What follows belongs to an exercise in optimizing a design on an open flow for small area, a short achievable clock period and few clock cycles; a production flow would make more cautious choices. The RTL was checked by simulation tests, not by an equivalence proof against the original design. No activity file was given, so power comes from the tool's default toggle rates.

==> design/flow/design.v <==
package iiea_pkg;
    localparam int DATA_W = 32;
    localparam int IDX_W  = 5;
    localparam int KIND_W = 2;
    localparam int STS_W  = 2;
    localparam int CNT_W  = 5;
    localparam logic [KIND_W-1:0] KIND_READ   = 2'd0;
    localparam logic [KIND_W-1:0] KIND_INSERT = 2'd1;
    localparam logic [KIND_W-1:0] KIND_ERASE  = 2'd2;
    localparam logic [STS_W-1:0] ST_OK    = 2'd0;
    localparam logic [STS_W-1:0] ST_RANGE = 2'd1;
    localparam logic [STS_W-1:0] ST_FULL  = 2'd2;
    localparam logic [STS_W-1:0] ST_EMPTY = 2'd3;
    localparam logic signed [DATA_W-1:0] RD_FAIL = -32'sd1;
    typedef struct packed {
        logic accept;     
        logic step;       
        logic commit;     
        logic load_out;   
    } t_ctrl_cmd;
    typedef struct packed {
        logic busy;       
        logic out_free;   
    } t_dp_sts;
endpackage
module iiea_ram #(
    parameter int WIDTH = 32,
    parameter int DEPTH = 16
) (
    input  logic                     i_clk,
    input  logic                     i_we,
    input  logic [$clog2(DEPTH)-1:0] i_waddr,
    input  logic [WIDTH-1:0]         i_wdata,
    input  logic                     i_re,
    input  logic [$clog2(DEPTH)-1:0] i_raddr,
    output logic [WIDTH-1:0]         o_rdata
);
    logic [WIDTH-1:0] r_mem [DEPTH];
    logic [WIDTH-1:0] r_rdata;
    always_ff @(posedge i_clk) begin
        if (i_we) begin
            r_mem[i_waddr] <= i_wdata;
        end
    end
    always_ff @(posedge i_clk) begin
        if (i_re) begin
            r_rdata <= r_mem[i_raddr];
        end
    end
    assign o_rdata = r_rdata;
endmodule
module iiea_ctrl (
    input  logic                  i_clk,
    input  logic                  i_rst_n,
    input  logic                  i_in_valid,
    input  iiea_pkg::t_dp_sts     i_sts,
    output logic                  o_in_ready,
    output iiea_pkg::t_ctrl_cmd   o_cmd
);
    localparam logic [1:0] S_IDLE   = 2'd0;
    localparam logic [1:0] S_WORK   = 2'd1;
    localparam logic [1:0] S_FINISH = 2'd2;
    localparam logic [1:0] S_RESP   = 2'd3;
    logic [1:0] r_state;
    logic [1:0] n_state;
    always_comb begin
        n_state = r_state;
        o_cmd   = '0;
        unique case (r_state)
            S_IDLE: begin
                if (i_in_valid) begin
                    o_cmd.accept = 1'b1;
                    n_state      = S_WORK;
                end
            end
            S_WORK: begin
                o_cmd.step = 1'b1;
                if (!i_sts.busy) begin
                    n_state = S_FINISH;
                end
            end
            S_FINISH: begin
                o_cmd.commit = 1'b1;
                n_state      = S_RESP;
            end
            S_RESP: begin
                if (i_sts.out_free) begin
                    o_cmd.load_out = 1'b1;
                    n_state        = S_IDLE;
                end
            end
            default: begin
                n_state = S_IDLE;
            end
        endcase
    end
    assign o_in_ready = (r_state == S_IDLE);
    always_ff @(posedge i_clk) begin
        if (!i_rst_n) begin
            r_state <= S_IDLE;
        end else begin
            r_state <= n_state;
        end
    end
endmodule
module iiea_datapath #(
    parameter int DEPTH = 16
) (
    input  logic                                   i_clk,
    input  logic                                   i_rst_n,
    input  iiea_pkg::t_ctrl_cmd                    i_cmd,
    input  logic [iiea_pkg::KIND_W-1:0]            i_kind,
    input  logic [iiea_pkg::IDX_W-1:0]             i_index,
    input  logic signed [iiea_pkg::DATA_W-1:0]     i_write_data,
    input  logic                                   i_out_ready,
    output iiea_pkg::t_dp_sts                      o_sts,
    output logic                                   o_out_valid,
    output logic signed [iiea_pkg::DATA_W-1:0]     o_read_data,
    output logic [iiea_pkg::STS_W-1:0]             o_status,
    output logic [iiea_pkg::CNT_W-1:0]             o_entry_count
);
    localparam int AW = $clog2(DEPTH);
    localparam int CW = $clog2(DEPTH + 1);
    localparam int XW = (CW > iiea_pkg::IDX_W) ? CW : iiea_pkg::IDX_W;
    logic [CW-1:0]             r_count;
    logic [iiea_pkg::KIND_W-1:0]         r_kind;
    logic [AW-1:0]             r_idx;
    logic signed [iiea_pkg::DATA_W-1:0]  r_wdata;
    logic [iiea_pkg::STS_W-1:0]          r_status;
    logic                      r_ok;
    logic [CW-1:0]             r_left;
    logic [AW-1:0]             r_rd_addr;
    logic [AW-1:0]             r_wr_addr;
    logic                      r_wr_pend;
    logic signed [iiea_pkg::DATA_W-1:0]  r_res_rdata;
    logic [iiea_pkg::STS_W-1:0]          r_res_status;
    logic [iiea_pkg::CNT_W-1:0]          r_res_count;
    logic                      r_out_valid;
    logic signed [iiea_pkg::DATA_W-1:0]  r_out_rdata;
    logic [iiea_pkg::STS_W-1:0]          r_out_status;
    logic [iiea_pkg::CNT_W-1:0]          r_out_count;
    logic [XW-1:0]     ix_x;
    logic [XW-1:0]     cnt_x;
    logic [iiea_pkg::STS_W-1:0]  dec_status;
    logic [CW-1:0]     dec_left;
    logic [AW-1:0]     dec_rd_addr;
    logic              dec_ok;
    logic                     ram_we;
    logic [AW-1:0]            ram_waddr;
    logic [iiea_pkg::DATA_W-1:0]        ram_wdata;
    logic                     ram_re;
    logic [AW-1:0]            ram_raddr;
    logic [iiea_pkg::DATA_W-1:0]        ram_rdata;
    logic                     step_rd;
    logic [CW-1:0]            n_count;
    assign ix_x  = XW'(i_index);
    assign cnt_x = XW'(r_count);
    always_comb begin
        dec_status  = iiea_pkg::ST_OK;
        dec_left    = '0;
        dec_rd_addr = AW'(ix_x);
        unique case (i_kind)
            iiea_pkg::KIND_READ: begin
                if (r_count == '0) begin
                    dec_status = iiea_pkg::ST_EMPTY;
                end else if (ix_x >= cnt_x) begin
                    dec_status = iiea_pkg::ST_RANGE;
                end
            end
            iiea_pkg::KIND_INSERT: begin
                if (cnt_x >= XW'(DEPTH)) begin
                    dec_status = iiea_pkg::ST_FULL;
                end else if (ix_x > cnt_x) begin
                    dec_status = iiea_pkg::ST_RANGE;
                end else begin
                    dec_left    = CW'(cnt_x - ix_x);
                    dec_rd_addr = AW'(cnt_x - XW'(1));
                end
            end
            iiea_pkg::KIND_ERASE: begin
                if (r_count == '0) begin
                    dec_status = iiea_pkg::ST_EMPTY;
                end else if (ix_x >= cnt_x) begin
                    dec_status = iiea_pkg::ST_RANGE;
                end else begin
                    dec_left    = CW'(cnt_x - ix_x - XW'(1));
                    dec_rd_addr = AW'(ix_x + XW'(1));
                end
            end
            default: begin
                dec_status = iiea_pkg::ST_RANGE;
            end
        endcase
    end
    assign dec_ok = (dec_status == iiea_pkg::ST_OK);
    always_ff @(posedge i_clk) begin
        if (i_cmd.accept) begin
            r_kind    <= i_kind;
            r_idx     <= AW'(ix_x);
            r_wdata   <= i_write_data;
            r_status  <= dec_status;
            r_ok      <= dec_ok;
            r_rd_addr <= dec_rd_addr;
        end else if (step_rd) begin
            r_rd_addr <= (r_kind == iiea_pkg::KIND_INSERT) ? r_rd_addr - AW'(1) : r_rd_addr + AW'(1);
        end
    end
    assign step_rd = i_cmd.step && (r_left != '0);
    always_ff @(posedge i_clk) begin
        if (!i_rst_n) begin
            r_left    <= '0;
            r_wr_pend <= 1'b0;
        end else if (i_cmd.accept) begin
            r_left    <= dec_left;
            r_wr_pend <= 1'b0;
        end else if (i_cmd.step) begin
            r_left    <= step_rd ? r_left - CW'(1) : r_left;
            r_wr_pend <= step_rd;
        end
    end
    always_ff @(posedge i_clk) begin
        if (step_rd) begin
            r_wr_addr <= (r_kind == iiea_pkg::KIND_INSERT) ? r_rd_addr + AW'(1) : r_rd_addr - AW'(1);
        end
    end
    assign ram_re    = (i_cmd.accept && dec_ok && (i_kind == iiea_pkg::KIND_READ)) || step_rd;
    assign ram_raddr = i_cmd.accept ? AW'(ix_x) : r_rd_addr;
    always_comb begin
        ram_we    = 1'b0;
        ram_waddr = r_wr_addr;
        ram_wdata = ram_rdata;
        if (i_cmd.commit) begin
            ram_we    = r_ok && (r_kind == iiea_pkg::KIND_INSERT);
            ram_waddr = r_idx;
            ram_wdata = r_wdata;
        end else if (i_cmd.step) begin
            ram_we = r_wr_pend;
        end
    end
    iiea_ram #(
        .WIDTH (iiea_pkg::DATA_W),
        .DEPTH (DEPTH)
    ) u_ram (
        .i_clk   (i_clk),
        .i_we    (ram_we),
        .i_waddr (ram_waddr),
        .i_wdata (ram_wdata),
        .i_re    (ram_re),
        .i_raddr (ram_raddr),
        .o_rdata (ram_rdata)
    );
    always_comb begin
        n_count = r_count;
        if (r_ok && (r_kind == iiea_pkg::KIND_INSERT)) begin
            n_count = r_count + CW'(1);
        end else if (r_ok && (r_kind == iiea_pkg::KIND_ERASE)) begin
            n_count = r_count - CW'(1);
        end
    end
    always_ff @(posedge i_clk) begin
        if (!i_rst_n) begin
            r_count <= '0;
        end else if (i_cmd.commit) begin
            r_count <= n_count;
        end
    end
    always_ff @(posedge i_clk) begin
        if (i_cmd.commit) begin
            if (r_kind == iiea_pkg::KIND_READ) begin
                r_res_rdata <= r_ok ? $signed(ram_rdata) : iiea_pkg::RD_FAIL;
            end else begin
                r_res_rdata <= '0;
            end
            r_res_status <= r_status;
            r_res_count  <= iiea_pkg::CNT_W'(n_count);
        end
    end
    always_ff @(posedge i_clk) begin
        if (!i_rst_n) begin
            r_out_valid <= 1'b0;
        end else if (i_cmd.load_out) begin
            r_out_valid <= 1'b1;
        end else if (i_out_ready) begin
            r_out_valid <= 1'b0;
        end
    end
    always_ff @(posedge i_clk) begin
        if (i_cmd.load_out) begin
            r_out_rdata  <= r_res_rdata;
            r_out_status <= r_res_status;
            r_out_count  <= r_res_count;
        end
    end
    assign o_sts.busy     = (r_left != '0) || r_wr_pend;
    assign o_sts.out_free = !r_out_valid || i_out_ready;
    assign o_out_valid    = r_out_valid;
    assign o_read_data    = r_out_rdata;
    assign o_status       = r_out_status;
    assign o_entry_count  = r_out_count;
endmodule
module indexed_insert_erase_array_top #(
    parameter int DEPTH = 16
) (
    input  logic         i_clk,
    input  logic         i_rst_n,
    input  logic         i_req_valid,
    output logic         o_req_ready,
    input  logic [1:0]   i_req_kind,
    input  logic [4:0]   i_req_index,
    input  logic [31:0]  i_req_write_data,
    output logic         o_rsp_valid,
    input  logic         i_rsp_ready,
    output logic [31:0]  o_rsp_read_data,
    output logic [1:0]   o_rsp_status,
    output logic [4:0]   o_rsp_entry_count
);
    iiea_pkg::t_ctrl_cmd cmd;
    iiea_pkg::t_dp_sts   sts;
    iiea_ctrl u_ctrl (
        .i_clk      (i_clk),
        .i_rst_n    (i_rst_n),
        .i_in_valid (i_req_valid),
        .i_sts      (sts),
        .o_in_ready (o_req_ready),
        .o_cmd      (cmd)
    );
    iiea_datapath #(
        .DEPTH (DEPTH)
    ) u_dp (
        .i_clk         (i_clk),
        .i_rst_n       (i_rst_n),
        .i_cmd         (cmd),
        .i_kind        (i_req_kind),
        .i_index       (i_req_index),
        .i_write_data  (i_req_write_data),
        .i_out_ready   (i_rsp_ready),
        .o_sts         (sts),
        .o_out_valid   (o_rsp_valid),
        .o_read_data   (o_rsp_read_data),
        .o_status      (o_rsp_status),
        .o_entry_count (o_rsp_entry_count)
    );
endmodule
==> design/flow/run.sh <==
#!/bin/bash
# synth_recipe.tcl (not shown) runs the flow's synth.tcl, then flattens the netlist and writes it again
# the make line also repeats each setting of config.mk as NAME=value (left out here)
make -C /OpenROAD-flow-scripts/flow DESIGN_CONFIG=/design/flow/config.mk WORK_HOME=/design/flow/orfs CLKGATE_MAP_FILE= SYNTH_SCRIPT=/design/flow/synth_recipe.tcl finish
==> design/flow/config.mk <==
export PLATFORM = sky130hd
export DESIGN_NAME = indexed_insert_erase_array_top
export DESIGN_NICKNAME = indexed_insert_erase_array_top
export VERILOG_FILES = /design/flow/design.v
export SDC_FILE = /design/flow/constraint.sdc
export NUM_CORES = 4
export LEC_CHECK = 0
export CAP_MARGIN = 20
export CORE_MARGIN = 2
export CORE_UTILIZATION = 40
export SLEW_MARGIN = 20
==> design/flow/constraint.sdc <==
create_clock -name core_clock -period 4.0 [get_ports {i_clk}]
set_input_delay 0.8000 -clock core_clock [delete_from_list [all_inputs] [get_ports {i_clk}]]
set_output_delay 0.8000 -clock core_clock [all_outputs]
set_load 0.01 [all_outputs]
==> reports/metrics.yaml <==
status:
  status: "finished clean"
clocking:
  clk_pin_slew_worst_paths_ns: 0.06
  cts_root_buf: "clkbuf_16"
  cts_max_level: 3
  ctsHoldBuffers: 0
  clk_path_buf_depth: 3
  clock_latency_ns: 0.61
  clock-sinks: 685
  cts-resized-gates: 0
  cts_buffers: 72
  cts_tree: "built"
  cts_setup_buffers: 0
synth:
  yosysSeqAreaShare_pct: 76.5
  ys.flop_type: "edfxtp_1"
  synth_cells: 1584
  ys_seq_elements: 685
  ys_types: 54
  avgSynthCellArea_sq_um: 16.9
  netlist_area_sq_mm: 0.0267
  synthArstFlopShare_pct: 0
  synthesis.nets: 1652
  synth-edff-count: 671
  yosysWarnings: 3
place:
  gp_congestion: 0.818
  placedCellCount: 2536
  hpwlAfterDp_um: 33400
  io_buffers: 83
setup_path:
  r2r_cells: 9
  r2r_slack_ns: 0.93
  crit_path_end_kind: "flop"
  cp-start-kind: "flop"
  path_depth: 9
  cp_max_fo: 29
  rr_endpoint: "u_dp.u_ram.r_rdata[13]$_DFFE_PP_"
  critPathBufInv: 3
  cpPeakStageDelay_ns: 0.53
  critPathCapture: "u_dp.u_ram.r_rdata[13]$_DFFE_PP_"
  crit_path_cell_trace: "inv_1 -> ha_1 -> nand2_2 -> mux2i_4 -> buf_12 -> buf_4 -> mux2i_1 -> o22ai_1 -> or4_1"
  worstPathArrival_ns: 3.40
  r2r-start: "u_ctrl.r_state[1]$_SDFFE_PN0P_"
  crit_slowest_cell: "or4_1"
  worst_path_dominant_cell_family: "buffers and inverters"
  critical_path_class: "reg -> reg"
  worstPathRequired_ns: 4.34
  setup.worst_path.start: "u_ctrl.r_state[1]$_SDFFE_PN0P_"
final_layout:
  final_util_pct: 48.0
  seqCellArea_sq_mm: 0.0204
  diodes: 0
  nFillCells: 5473
  multi_input_area_sq_mm: 0.00587
  layout_commonest_cell: "edfxtp_1"
  drive_gt1_share_pct: 11.9
  area_growth_pct: 18.6
  layout_common_cells: "edfxtp_1, mux2i_1, o22ai_1"
  fin_cells: 2663
  layout.nets: 1814
timing:
  finClkSkew_ns: 0.0209
  final_hold_viol_count: 0
  tightest_slew_ns: 0.977
  slew_headroom_pct: 34.7
  max_freq_mhz: 326
  setup_viol: 0
  rsz0062_at_grt: "no"
  layout_min_cycle_time_ns: 3.07
  timing.hold.ws_ns: 0.416
  finalCritPeriodShare_pct: 76.7
  drv_slew: 0
power:
  power.density_mw_per_mm2: 699
  ir_worst_vdd_uv: 343
  p_total_uw: 22100
  p_int_uw: 15700
  combPwrFrac_pct: 26.2
  switching_share_pct: 29.3
  seqPwrFrac_pct: 43.4
  power_leakage_uw: 0.0111
  p_sw_uw: 6490
  p_clk_share_pct: 30.4
routing:
  dr_total_vias: 14500
  drt_pass1_iterations: 5
  ant_nets: 0
  totalWireLength_um: 63200
  via_per_inst: 5.43
  post-route-drc-count: 0
  wl_per_cell_um: 23.7
  dr.first_iter.drc_count: 1159
die:
  ios: 84
  core_area_sq_mm: 0.0660
  start_util_pct: 40.5
  placementRows: 94
  fp.dieH_um: 262
  die_x_um: 262
  die_area_sq_mm: 0.0689
global_route:
  grt_pass1_wl_um: 92900
  grt_usage_pct: 18.2
  grt_pass1_vias: 14500
  overflow: 0
  antenna_found_initial: 0
  grt_max_degree: 109
flow_run:
  max-cap-violations: 0
hold_path:
  hp-class: "reg -> reg"
worst reg2reg max path, stage by stage (launching register included):
cell and delay [ns]:
dfxtp_1 0.44, inv_1 0.14, ha_1 0.22, nand2_2 0.14, mux2i_4 0.37, buf_12 0.28
buf_4 0.36, mux2i_1 0.25, o22ai_1 0.09, or4_1 0.53
sequential cells by signal (all words and copies together), names as in the netlist, 4 cells and up:
signal and cells:
u_dp.r_out_rdata 32, u_dp.r_count 5, u_dp.r_wdata 32, u_dp.r_res_rdata 32, u_dp.r_wr_addr 4, u_dp.r_idx 4
u_dp.r_left 5, u_dp.r_rd_addr 4, u_dp.u_ram.r_rdata 32, u_dp.r_out_count 5, u_dp.u_ram.r_mem 512, u_dp.r_res_count 5
layout make-up:
cell class,count,area share (%)
Clock inverter,35,1.20
Tap cell,864,3.41
Clock buffer,92,6.33
Sequential cell,685,64.5
Inverter,55,0.652
Multi-Input combinational cell,763,18.5
Timing Repair Buffer,169,5.41
synthesized netlist by cell type, drive strengths merged (3+ instances only):
master	instances	area share [%]
edfxtp	671	75
mux2i	263	9.9
o22ai	131	3.1
nand2	74	1.0
inv	54	0.76
buf	51	0.95
o21ai	48	0.90
a21oi	46	0.86
or4	32	0.90
clkbuf	30	0.43
nor2	29	0.41
ha	24	1.1
dfxtp	14	1.0
xnor2	12	0.39
nand3	9	0.17
xor2	9	0.30
nor2b	8	0.19
nor3	6	0.11
a31oi	5	0.12
nand2b	5	0.12
nand4	5	0.12
o31ai	5	0.14
or3	5	0.12
and2	4	0.094
and3	4	0.094
a21boi	3	0.084
o211a	3	0.11
o21a	3	0.084
metal layers:
| metal | part of all wire (%) | track usage [%] | vias up |
|---|---|---|---|
| li1 | - | - | 6545 |
| met1 | 44 | 24.4 | 7395 |
| met2 | 49 | 30.6 | 428 |
| met3 | 5.6 | 2.80 | 83 |
| met4 | 2.0 | 5.78 | 0 |
| met5 | 0 | 0 | - |
logic make-up after synthesis:
| family | after synthesis | share of synthesized area, % |
|---|---|---|
| compound gates | 263 | 6.00 |
| fa+ha+maj | 25 | 1.20 |
| buf+inv | 136 | 2.14 |
| xor+xnor | 21 | 0.688 |
| simple gates | 190 | 3.62 |
| mux | 264 | 9.89 |
| flops | 685 | 76.5 |
worst min-delay path by stage:
stage / from / endpoint / slack (ns) / cells after the start
4_1_cts: u_dp.r_status[1]$_DFFE_PP_ / u_dp.r_res_status[1]$_DFFE_PP_ / 0.42 / 0
2_1_floorplan: u_dp.r_res_count[0]$_DFFE_PP_ / u_dp.r_out_count[0]$_DFFE_PP_ / 0.40 / 0
3_5_place_dp: u_dp.r_status[1]$_DFFE_PP_ / u_dp.r_res_status[1]$_DFFE_PP_ / 0.40 / 0
5_1_grt: u_dp.r_status[1]$_DFFE_PP_ / u_dp.r_res_status[1]$_DFFE_PP_ / 0.42 / 0
3_3_place_gp: u_dp.r_res_rdata[5]$_SDFFCE_PP0P_ / u_dp.r_out_rdata[5]$_DFFE_PP_ / 0.40 / 0
6_report: u_dp.r_res_rdata[9]$_SDFFCE_PP0P_ / u_dp.r_out_rdata[9]$_DFFE_PP_ / 0.42 / 0
power by group through the flow:
stage	registers (uW)	clock network [uW]	logic, uW
CTS	9610	6880	5850
detailed placement	9750	0	5830
global route	9650	7160	6280
floorplan	9720	0	3720
finish	9610	6740	5800
global placement	9750	0	5690
through the flow:
step / worst slack (ns) / setup TNS (ns) / cell area [sq um]
finish: 0.934 / 0 / 31700
detailed placement: 0.453 / 0 / 29300
global placement: 0.460 / 0 / 29300
CTS: 0.938 / 0 / 31700
global route: 0.768 / 0 / 31700
floorplan: -0.284 / -104.62 / 26700
Testbench counts, summed over its fixed seeds: cycles 36,855.

afterwards: timing with drivers on the ports:
No port has a modelled driver above. Below, the same layout with a new extraction and two added sets of constraints. Step 1 sets driving cells, clkbuf_16 on the clock port and buf_2 on the other inputs (assumed; they add their load-dependent delay and slew). Step 2 times the ports against the registers' clock, not the clock port: input delays grow and output delays shrink by t, the midpoint of the rising clock arrivals with the driver on. Slacks: ideal / step 1 / step 2; pairs: ideal / step 1.
t, ns: 0.659
setup slack, ns: 0.934 / 0.934 / 0.432
worst hold slack (ns): 0.416 / 0.416 / 0.416
worst setup path after step 2: input to register
latest minus earliest clock arrival (ns): 0.021 / 0.021
After both steps this run still meets setup and hold. The setup slack of this run moves by 0.000 ns with the drivers and by -0.502 ns with both steps.
